From an optimization exercise on the open Yosys and OpenROAD flow, aimed at small area; shortcuts taken in it are not production practice.
Only simulation tests tie the RTL to the original design; equivalence was not proved.

===== flow/run.sh =====
#!/bin/bash
# synth_recipe.tcl (not shown) runs the flow's synth.tcl, then flattens the netlist and writes it again
# the make line also repeats each setting of config.mk as NAME=value (left out here)
make -C /OpenROAD-flow-scripts/flow DESIGN_CONFIG=/design/flow/config.mk WORK_HOME=/design/flow/orfs CLKGATE_MAP_FILE= SYNTH_SCRIPT=/design/flow/synth_recipe.tcl finish

===== flow/config.mk =====
export PLATFORM = sky130hd
export DESIGN_NAME = gauss_filter_top
export DESIGN_NICKNAME = gauss_filter_top
export VERILOG_FILES = /design/flow/design.v
export SDC_FILE = /design/flow/constraint.sdc
export NUM_CORES = 4
export LEC_CHECK = 0
export CAP_MARGIN = 20
export CORE_MARGIN = 2
export CORE_UTILIZATION = 40
export SLEW_MARGIN = 20

===== flow/constraint.sdc =====
create_clock -name core_clock -period 5.0 [get_ports {clk}]
set_input_delay 1.0000 -clock core_clock [delete_from_list [all_inputs] [get_ports {clk}]]
set_output_delay 1.0000 -clock core_clock [all_outputs]
set_load 0.01 [all_outputs]

===== flow/design.v =====
package gauss_pkg;
  typedef logic [8-1:0] pixel_t;
  typedef logic signed [18-1:0] coeff_t;
  typedef logic signed [8+18-1:0] product_t;
  typedef logic signed [48-1:0] sum_t;
endpackage
`timescale 1ns/100ps
module row_delay_line
#(
  parameter int DEPTH = 5                   
) (
  input  logic   clk,
  input  logic   rst,
  input  gauss_pkg::pixel_t din,                       
  output gauss_pkg::pixel_t dout                       
);
  gauss_pkg::pixel_t shreg [DEPTH];                    
  always_ff @(posedge clk) begin
    if (rst) begin
      for (int i = 0; i < DEPTH; i++) begin
        shreg[i] <= '0;                     
      end
    end else begin
      shreg[0] <= din;                      
      for (int i = 1; i < DEPTH; i++) begin
        shreg[i] <= shreg[i-1];             
      end
    end
  end
  assign dout = shreg[DEPTH-1];
endmodule
`timescale 1ns/100ps
module mac_tap
#(
  parameter gauss_pkg::coeff_t COEF = '0               
) (
  input  logic   clk,
  input  logic   rst,
  input  gauss_pkg::pixel_t pix,                       
  input  gauss_pkg::sum_t   sum_in,                    
  output gauss_pkg::sum_t   sum_out                    
);
  localparam gauss_pkg::product_t COEF_EXT = gauss_pkg::product_t'(COEF);
  gauss_pkg::pixel_t   pix_q;                          
  gauss_pkg::product_t pix_ext;                        
  gauss_pkg::product_t prod_q;                         
  gauss_pkg::sum_t     sum_q;                          
  assign pix_ext = gauss_pkg::product_t'(pix_q);       
  always_ff @(posedge clk) begin
    if (rst) begin
      pix_q <= '0;
    end else begin
      pix_q <= pix;
    end
  end
  always_ff @(posedge clk) begin
    if (rst) begin
      prod_q <= '0;
    end else begin
      prod_q <= pix_ext * COEF_EXT;         
    end
  end
  always_ff @(posedge clk) begin
    if (rst) begin
      sum_q <= '0;
    end else begin
      sum_q <= sum_in + gauss_pkg::sum_t'(prod_q);     
    end
  end
  assign sum_out = sum_q;                   
endmodule
`timescale 1ns/100ps
module mac_chain
(
  input  logic   clk,
  input  logic   rst,
  input  gauss_pkg::pixel_t row_a,                     
  input  gauss_pkg::pixel_t row_b,                     
  input  gauss_pkg::pixel_t row_c,
  input  gauss_pkg::pixel_t row_d,
  input  gauss_pkg::pixel_t row_e,
  output gauss_pkg::sum_t   sum                        
);
  localparam logic [25*18-1:0] KERNEL = { 
  18'sh001E0, 18'sh00780, 18'sh00D20, 18'sh00780, 18'sh001E0, 
  18'sh00780, 18'sh01E01, 18'sh030C3, 18'sh01E01, 18'sh00780, 
  18'sh00D20, 18'sh030C3, 18'sh04CE4, 18'sh030C3, 18'sh00D20, 
  18'sh00780, 18'sh01E01, 18'sh030C3, 18'sh01E01, 18'sh00780, 
  18'sh001E0, 18'sh00780, 18'sh00D20, 18'sh00780, 18'sh001E0  
};
  gauss_pkg::pixel_t rows [5];              
  gauss_pkg::sum_t   casc [25+1];              
  assign rows[0] = row_a;
  assign rows[1] = row_b;
  assign rows[2] = row_c;
  assign rows[3] = row_d;
  assign rows[4] = row_e;
  assign casc[0] = '0;                      
  for (genvar r = 0; r < 5; r++) begin : g_row
    for (genvar j = 0; j < 5; j++) begin : g_col
      localparam int K = r * 5 + j;    
      mac_tap #(
        .COEF    (gauss_pkg::coeff_t'(KERNEL[(25-1-K)*18 +: 18]))
      ) u_tap (
        .clk     (clk),
        .rst     (rst),
        .pix     (rows[r]),
        .sum_in  (casc[K]),
        .sum_out (casc[K+1])
      );
    end
  end
  assign sum = casc[25];
endmodule
`timescale 1ns/100ps
module gauss_filter_top
(
  input  logic   clk,
  input  logic   rst,
  input  gauss_pkg::pixel_t pa,                        
  input  gauss_pkg::pixel_t pb,                        
  input  gauss_pkg::pixel_t pc,
  input  gauss_pkg::pixel_t pd,
  input  gauss_pkg::pixel_t pe,
  output gauss_pkg::pixel_t p_out                      
);
  gauss_pkg::pixel_t pb_dly;                           
  gauss_pkg::pixel_t pc_dly;                           
  gauss_pkg::pixel_t pd_dly;                           
  gauss_pkg::pixel_t pe_dly;                           
  gauss_pkg::sum_t   full_sum;                         
  row_delay_line #(.DEPTH(1 * 5)) u_dly_b (
    .clk  (clk),
    .rst  (rst),
    .din  (pb),
    .dout (pb_dly)
  );
  row_delay_line #(.DEPTH(2 * 5)) u_dly_c (
    .clk  (clk),
    .rst  (rst),
    .din  (pc),
    .dout (pc_dly)
  );
  row_delay_line #(.DEPTH(3 * 5)) u_dly_d (
    .clk  (clk),
    .rst  (rst),
    .din  (pd),
    .dout (pd_dly)
  );
  row_delay_line #(.DEPTH(4 * 5)) u_dly_e (
    .clk  (clk),
    .rst  (rst),
    .din  (pe),
    .dout (pe_dly)
  );
  mac_chain u_chain (
    .clk   (clk),
    .rst   (rst),
    .row_a (pa),
    .row_b (pb_dly),
    .row_c (pc_dly),
    .row_d (pd_dly),
    .row_e (pe_dly),
    .sum   (full_sum)
  );
  assign p_out = full_sum[(17 - 0) +: 8];
endmodule

==> out/metrics.yaml, run 1 <==
cts:
  clock_sinks: 1166
  clk_path_buf_depth: 3
  htree_levels: 4
  cts.repair.resized: 0
  hold_buffers: 0
  clk_latency_ps: 780
  cts_setup_buffers: 0
  cts_inserted_buffers: 135
  cts_tree: "yes"
  clockRootBuffer: "clkbuf_16"
  clk_pin_slew_worst_paths_ps: 60
synthesis:
  syn-cell-area_sq_mm: 0.0580
  ys_warn_count: 19
  synthFlopType: "dfxtp_1"
  avgSynthCellArea_sq_um: 9.58
  synthDistinctLibCells: 91
  synth_nets: 6953
  synth-async-reset-ratio_pct: 0
  synth_edf_count: 0
  syn_inst: 6052
  synth_top_area_share_pct: 40.2
  yosysSeqAreaShare_pct: 40.2
  synth.area.top_cells: "dfxtp_1, ha_1, nor2b_1"
  ys_ff_latch: 1166
  yosys.area.top_type: "dfxtp_1"
global_route:
  grt_start_max_net_pins: 153
  grt_pass1_vias: 39200
  grt_usage_pct: 16.0
  grt.overflow.total: 0
  grt_pass1_wl_microns: 194000
  antenna_found_initial: 0
final_layout:
  layout_commonest_cell: "dfxtp_1"
  antenna_cells: 0
  area_growth_pct: 12.5
  final_cell_mix: "dfxtp_1, ha_1, nor2b_1, nor2_1, inv_1"
  fin_area_sq_mm: 0.0653
  stdcell_count: 8117
  nets: 7009
  drive_gt1_share_pct: 5.05
die:
  rows: 139
  dieArea_sq_mm: 0.148
  num_io_pins: 50
  die_y_microns: 385
  fp.dieW_microns: 385
  initial_core_util_pct: 40.3
  design.core.area_sq_mm: 0.144
drt:
  post-route-drc-count: 0
  wl_met1_microns: 54600
  dr.pass1.iters: 5
  vias: 39500
  dr.max_layer_used: "met4"
  dr_wl_met2_microns: 54400
  wirelength_microns: 117000
  via_per_inst: 4.86
  wire_per_inst_microns: 14.4
  first_iter_violations: 1624
  wl_met3_microns: 3930
  ant_nets: 0
setup_path:
  startpoint_type: "register"
  ff2ff_path_depth: 15
  cp.required_ps: 5640
  crit_path_end_kind: "register"
  arrival_ps: 5210
  worstSetupPathType: "reg -> reg"
  crit_fanout: 7
timing:
  rsz0062_at_grt: "false"
  slew_violations: 0
  fin_skew_ps: 42.3
  setup_viol: 0
  tightest_slew_ps: 839
  fin_crit_sh_pct: 91.3
  fin_tns_setup_ps: 0
  fmax_mhz: 219
  slew_headroom_pct: 43.5
  period_minus_slack_ps: 4570
  finalHoldViolations: 0
placed_design:
  port_buffers: 49
  dpl_cell_area_sq_mm: 0.0606
  placedCellCount: 7874
  gp_congestion: 0.860
  post-dp-hpwl_microns: 87200
run:
  drv_cap: 0
worst_hold_path:
  holdCritPathClass: "reg -> reg"
  whs_path_depth: 1
run_status:
  status: "timing/DRC/antenna clean"
final cells by class:
class / count / area [sq um]
well taps: 1903 / 2380
clock buffers: 179 / 3730
fillers: 13600 / 78600
repair buffers: 72 / 756
multi-input cells: 4324 / 32500
clock inverters: 64 / 966
flip-flops and latches: 1166 / 23300
inverters: 409 / 1540
stage by stage:
stage / setup WS, ps / hold WS [ps] / utilization [%]
finish: 433 / 420 / 45.4
global route: 102 / 435 / 45.4
CTS: 416 / 423 / 45.4
detailed placement: 443 / 420 / 42.1
global placement: 419 / 417 / 42.1
floorplan: 811 / 414 / -
critical path, cell delays in order (launching register included):
cell and delay, ps:
dfxtp_1 530, fa_1 470, inv_1 80, fa_1 440, fa_1 510, fa_1 550, inv_1 40, ha_1 330
o21a_1 210, o21ai_0 230, a21o_1 140, a21oi_1 100, o41ai_1 400, o21ai_0 190, xnor2_1 160, nor2_1 50
kinds of logic after synthesis:
logic type | synth area share [%]
compound gates | 11.8
xor+xnor | 6.36
fa+ha+maj | 20.3
buf+inv | 3.64
flops | 40.2
mux | 0.380
simple gates | 17.2
state kept, by name (all words and copies together) (netlist names):
signal	cells
u_dly_e.shreg	160
u_chain.g_row.g_col.u_tap.prod_q	201
u_dly_c.shreg	80
u_chain.g_row.g_col.u_tap.sum_q	525
u_dly_b.shreg	40
u_chain.g_row.g_col.u_tap.pix_q	40
u_dly_d.shreg	120
synth_stat cells, drive strengths merged (27+ instances only):
cell / n
dfxtp: 1166
ha: 721
nor2b: 660
nor2: 645
inv: 409
a21oi: 350
o21ai: 228
xnor2: 225
xor2: 196
nand2: 182
clkbuf: 145
fa: 138
a21o: 134
nor3: 134
nand3: 81
o21bai: 68
o21a: 59
or3: 56
nand2b: 46
a211oi: 40
and3: 40
a31oi: 34
a21boi: 27
path summary, 6_finish.rpt:
path,startpoint,to,slack (ps)
setup reg to reg,u_chain.g_row[2].g_col[0].u_tap.pix_q[6],u_chain.g_row[2].g_col[2].u_tap.prod_q[21],430
hold / removal,u_dly_c.shreg[3][2],u_dly_c.shreg[4][2],420
hold reg to reg,u_dly_c.shreg[3][2],u_dly_c.shreg[4][2],420
setup / recovery,u_chain.g_row[2].g_col[0].u_tap.pix_q[6],u_chain.g_row[2].g_col[2].u_tap.prod_q[21],430
metal layers:
layer	track usage, %	vias up
li1	-	20500
met1	20.3	18300
met2	27.2	479
met3	2.68	221
met4	6.11	0
met5	0	-
==> run 2, diff against run 1 <==
==> flow/design.v (replaced) <==
package gauss_pkg;
  typedef logic [8-1:0] pixel_t;
  typedef logic signed [18-1:0] coeff_t;
  typedef logic signed [8+18-1:0] product_t;
  typedef logic signed [48-1:0] sum_t;
endpackage
`timescale 1ns/100ps
module gauss_filter_top
(
  input  logic   clk,
  input  logic   rst,
  input  gauss_pkg::pixel_t pa,
  input  gauss_pkg::pixel_t pb,
  input  gauss_pkg::pixel_t pc,
  input  gauss_pkg::pixel_t pd,
  input  gauss_pkg::pixel_t pe,
  output gauss_pkg::pixel_t p_out
);
  localparam int ODLY = 21;                 
  logic [8:0] x04, x13;
  logic [7:0] x2;
  always_ff @(posedge clk) begin
    if (rst) begin
      x04 <= '0;
      x13 <= '0;
      x2  <= '0;
    end else begin
      x04 <= {1'b0, pa} + {1'b0, pe};
      x13 <= {1'b0, pb} + {1'b0, pd};
      x2  <= pc;
    end
  end
  logic [12:0] v0;
  logic [14:0] v1;
  logic [15:0] v2;
  logic [10:0] q1;
  logic [11:0] q2;
  assign v0 = 13'(x04) + 13'({x13, 2'b00}) + 13'({x2, 3'b000}) - 13'(x2);
  assign v1 = 15'({v0, 2'b00}) - 15'({x2, 1'b0});
  assign v2 = 16'(7 * x04) + 16'(26 * x13) + 16'(41 * x2);
  assign q1 = 11'(x13) + 11'(3 * x2);
  assign q2 = 12'(3 * x13) + 12'({x2, 2'b00});
  logic [12:0] r1;
  logic [14:0] r2p;
  logic [10:0] r2q;
  logic [15:0] r3p;
  logic [11:0] r3q;
  logic [15:0] r4p;
  logic [7:0]  r4q;                         
  logic [12:0] r4q_full;
  assign r4q_full = 13'(r3q) + 13'(q1);
  always_ff @(posedge clk) begin
    if (rst) begin
      r1  <= '0;
      r2p <= '0;
      r2q <= '0;
      r3p <= '0;
      r3q <= '0;
      r4p <= '0;
      r4q <= '0;
    end else begin
      r1  <= v0;
      r2p <= 15'(r1) + v1;
      r2q <= q1;
      r3p <= 16'(r2p) + v2;
      r3q <= 12'(r2q) + q2;
      r4p <= r3p + 16'(v1);
      r4q <= r4q_full[12:5];
    end
  end
  logic [16:0] pfull;
  logic [19:0] tsum;
  assign pfull = 17'(r4p) + 17'(v0);
  assign tsum  = {pfull[15:0], 4'b0000} - 20'(pfull) + 20'(r4q);
  logic [7:0] dly [ODLY+1];
  always_ff @(posedge clk) begin
    dly[0] <= tsum[19:12];
    for (int i = 1; i <= ODLY; i++) begin
      dly[i] <= dly[i-1];
    end
  end
  logic [4:0] since_rst;
  always_ff @(posedge clk) begin
    if (rst) begin
      since_rst <= '0;
    end else if (since_rst != 5'd23) begin
      since_rst <= since_rst + 5'd1;
    end
  end
  assign p_out = (since_rst == 5'd23) ? dly[ODLY] : '0;
endmodule
==> out/metrics.yaml, run 2 <==
final_layout:
  largest_reg_flops: 176  # was 525
  layout_commonest_cell: "dfxtp_1"  # unchanged
  area_growth_pct: 28.8  # was 12.5%
  largest_registers: "dly: 176 flops, r3p: 16 flops, r4p: 16 flops"  # was u_chain.g_row.g_col.u_tap.sum_q: 525 flops, u_chain.g_row.g_col.u_tap.prod_q: 201 flops, u_dly_e.shreg: 160 flops
  drive_gt1_share_pct: 22.9  # was 5.05%
  final_cell_mix: "dfxtp_1, buf_4, inv_1, ha_1"  # was dfxtp_1, ha_1, nor2b_1, nor2_1, inv_1
  largest-register: "dly"  # was u_chain.g_row.g_col.u_tap.sum_q
  nets: 2083  # was 7009
  antenna_cells: 0  # unchanged
  final_util_pct: 52.5  # was 45.4%
synthesis:
  avgSynthCellArea_sq_um: 10.6  # was 9.58 sq um
  synthDistinctLibCells: 59  # was 91
  synth_nets: 1809  # was 6953
  synth_top_area_share_pct: 38.7  # was 40.2%
  yosys.area.top_type: "dfxtp_1"  # unchanged
  yosysSeqAreaShare_pct: 38.7  # was 40.2%
  ys_warn_count: 2  # was 19
  synth.most_common_cell: "dfxtp_1"  # unchanged
  synthFlopType: "dfxtp_1"  # unchanged
  ys_ff_latch: 298  # was 1166
  synth_commonest_cells: "dfxtp_1, ha_1, inv_1, nor2_1, fa_1"  # was dfxtp_1, ha_1, nor2b_1, nor2_1, inv_1
  syn_inst: 1454  # was 6052
  synth_edf_count: 0  # unchanged
  synth.area.top_cells: "dfxtp_1, ha_1, fa_1"  # was dfxtp_1, ha_1, nor2b_1
  synth-async-reset-ratio_pct: 0  # unchanged
  syn-cell-area_sq_mm: 0.0154  # was 0.0580 sq mm
setup_path:
  slowest_delay_ps: 530  # was 550 ps
  crit_path_end_kind: "register"  # unchanged
  startpoint_type: "register"  # unchanged
  worstSetupPathType: "reg -> reg"  # unchanged
  crit_family: "compound AO/OA/AOI/OAI gates"  # was adder cells
  critPathSlowestCell: "fa_1"  # unchanged
  arrival_ps: 6250  # was 5210 ps
  crit_fanout: 4  # was 7
  path_buf_inv: 4  # was 2
  cp.required_ps: 5450  # was 5640 ps
timing:
  fin_crit_sh_pct: 116  # was 91.3%
  period_minus_slack_ps: 5800  # was 4570 ps
  setup_viol: 13  # was 0
  layout_setup_ws_ps: -797  # was 433 ps
  tightest_slew_ps: 776  # was 839 ps
  slew_headroom_pct: 48.3  # was 43.5%
  hold_ws_ps: 303  # was 420 ps
  finalHoldViolations: 0  # unchanged
  slew_violations: 0  # unchanged
  fmax_mhz: 173  # was 219 MHz
  rsz0062_at_grt: "true"  # was false
  fin_skew_ps: 28.8  # was 42.3 ps
die:
  design.core.area_sq_mm: 0.0378  # was 0.144 sq mm
  num_io_pins: 50  # unchanged
  rows: 71  # was 139
  initial_core_util_pct: 40.8  # was 40.3%
  fp.dieW_microns: 200  # was 385 microns
  dieArea_sq_mm: 0.0401  # was 0.148 sq mm
  die_y_microns: 200  # was 385 microns
drt:
  via_per_inst: 4.58  # was 4.86
  post-route-drc-count: 0  # unchanged
  dr.pass1.iters: 4  # was 5
  ant_nets: 0  # unchanged
  wirelength_microns: 31800  # was 117000 microns
  vias: 10400  # was 39500
  wire_per_inst_microns: 14.1  # was 14.4 microns
  first_iter_violations: 366  # was 1624
run_status:
  so.violations: "setup timing"
  status: "finished with violations"  # was timing/DRC/antenna clean
global_route:
  antenna_found_initial: 1  # was 0
  grt_usage_pct: 16.3  # was 16.0%
  grt_pass1_vias: 10900  # was 39200
  grt.overflow.total: 0  # unchanged
  grt_start_max_net_pins: 68  # was 153
  grt_pass1_wl_microns: 53300  # was 194000 microns
cts:
  clk_latency_ps: 590  # was 780 ps
  cts_tree: "yes"  # unchanged
  cts_inserted_buffers: 30  # was 135
  clk_path_buf_depth: 3  # unchanged
  clock_sinks: 298  # was 1166
  clockRootBuffer: "clkbuf_16"  # unchanged
  htree_levels: 1  # was 4
  clk_pin_slew_worst_paths_ps: 60  # about the same
placed_design:
  gp_congestion: 0.813  # was 0.860
  post-dp-hpwl_microns: 24500  # was 87200 microns
  port_buffers: 49  # unchanged
worst_hold_path:
  holdCritPathClass: "reg -> reg"  # unchanged
run:
  drv_cap: 0  # unchanged
run 2: per-stage QoR:
| step | TNS [ps] | cell area, sq um | cells | setup slack [ps] |
|---|---|---|---|---|
| global route | -8860 | 19900 | 2261 | -1080 |
| CTS | -5800 | 19500 | 2252 | -864 |
| global placement | -6980 | 18100 | 2183 | -875 |
| finish | -5330 | 19900 | 2261 | -797 |
| floorplan | -3000 | 15600 | 1454 | -829 |
| detailed placement | -8060 | 18100 | 2183 | -961 |
run 2: worst reg2reg max path, delay by kind of cell, from the launching register on:
family                   cells  cell delay, ps
multiplexers                 1              70
adder cells (fa/ha/maj)      5            1710
AO/OA/AOI/OAI               10            1830
buffers and inverters        4             350
AND/OR/NAND/NOR              4             870
flip-flops                   1             330
XOR/XNOR                     3             510
run 2: metal layers:
layer	part of all wire (%)	GRT usage, %	up-vias
met3	2.7	2.02	32
met5	0	0	-
li1	-	-	5300
met4	1.8	4.15	0
met2	46	27.2	82
met1	50	22.5	4943
run 2: final cells by class:
class | count | area [sq um]
clock buffers | 43 | 850
clock inverters | 11 | 133
fillers | 3383 | 18000
inverters | 201 | 754
multi-input cells | 940 | 9390
flip-flops and latches | 298 | 6000
well taps | 511 | 639
repair buffers | 257 | 2100
run 2: path summary, 6_finish.rpt:
path | start | endpoint | slack, ps | cells after the start
hold / removal | dly[1][0] | dly[2][0] | 300 | 0
setup / recovery | x04[4] | dly[0][6] | -800 | 27
hold reg to reg | dly[1][0] | dly[2][0] | 300 | 0
setup reg to reg | x04[4] | dly[0][6] | -800 | 27
run 2: repair_timing:
item	CTS	global route
endpoints found under the hold margin	0	0
pin swaps	71	42
hold buffers	0	0
setup buffers	15	9
endpoints found under the setup margin	24	25
gates resized for setup	68	56
run 2: cell families (layout without fill, tap and decap cells):
family	count (synthesis)	in the layout	synth area share [%]
fa+ha+maj	313	313	30.5
flops	298	298	38.7
simple gates	293	293	9.62
buf+inv	216	512	5.26
compound gates	214	214	8.96
xor+xnor	114	114	6.57
mux	6	6	0.398

## static timing again, ports no longer ideal
The flow's constraints put no driver on any port. The routed layouts listed below were extracted and timed again, unchanged, in two steps.
Step 1, drivers: a clkbuf_16 drives clk and a buf_2 each remaining input, both assumed.
Step 2, shift: input delay + t, output delay - t, t = (earliest + latest rising clock arrival at the registers) / 2. This alone moves slack from input paths to output paths.
Three values: ideal, step 1, step 2; two values: the first two.
run | shift t [ns] | slack for setup (ns) | worst hold slack (ns) | clock arrival spread, ns
run 1 | 0.829 | 0.433 / 0.433 / 0.433 | 0.420 / 0.420 / 0.420 | 0.042 / 0.043
run 2 | 0.631 | -0.797 / -0.797 / -0.797 | 0.303 / 0.303 / 0.303 | 0.032 / 0.032
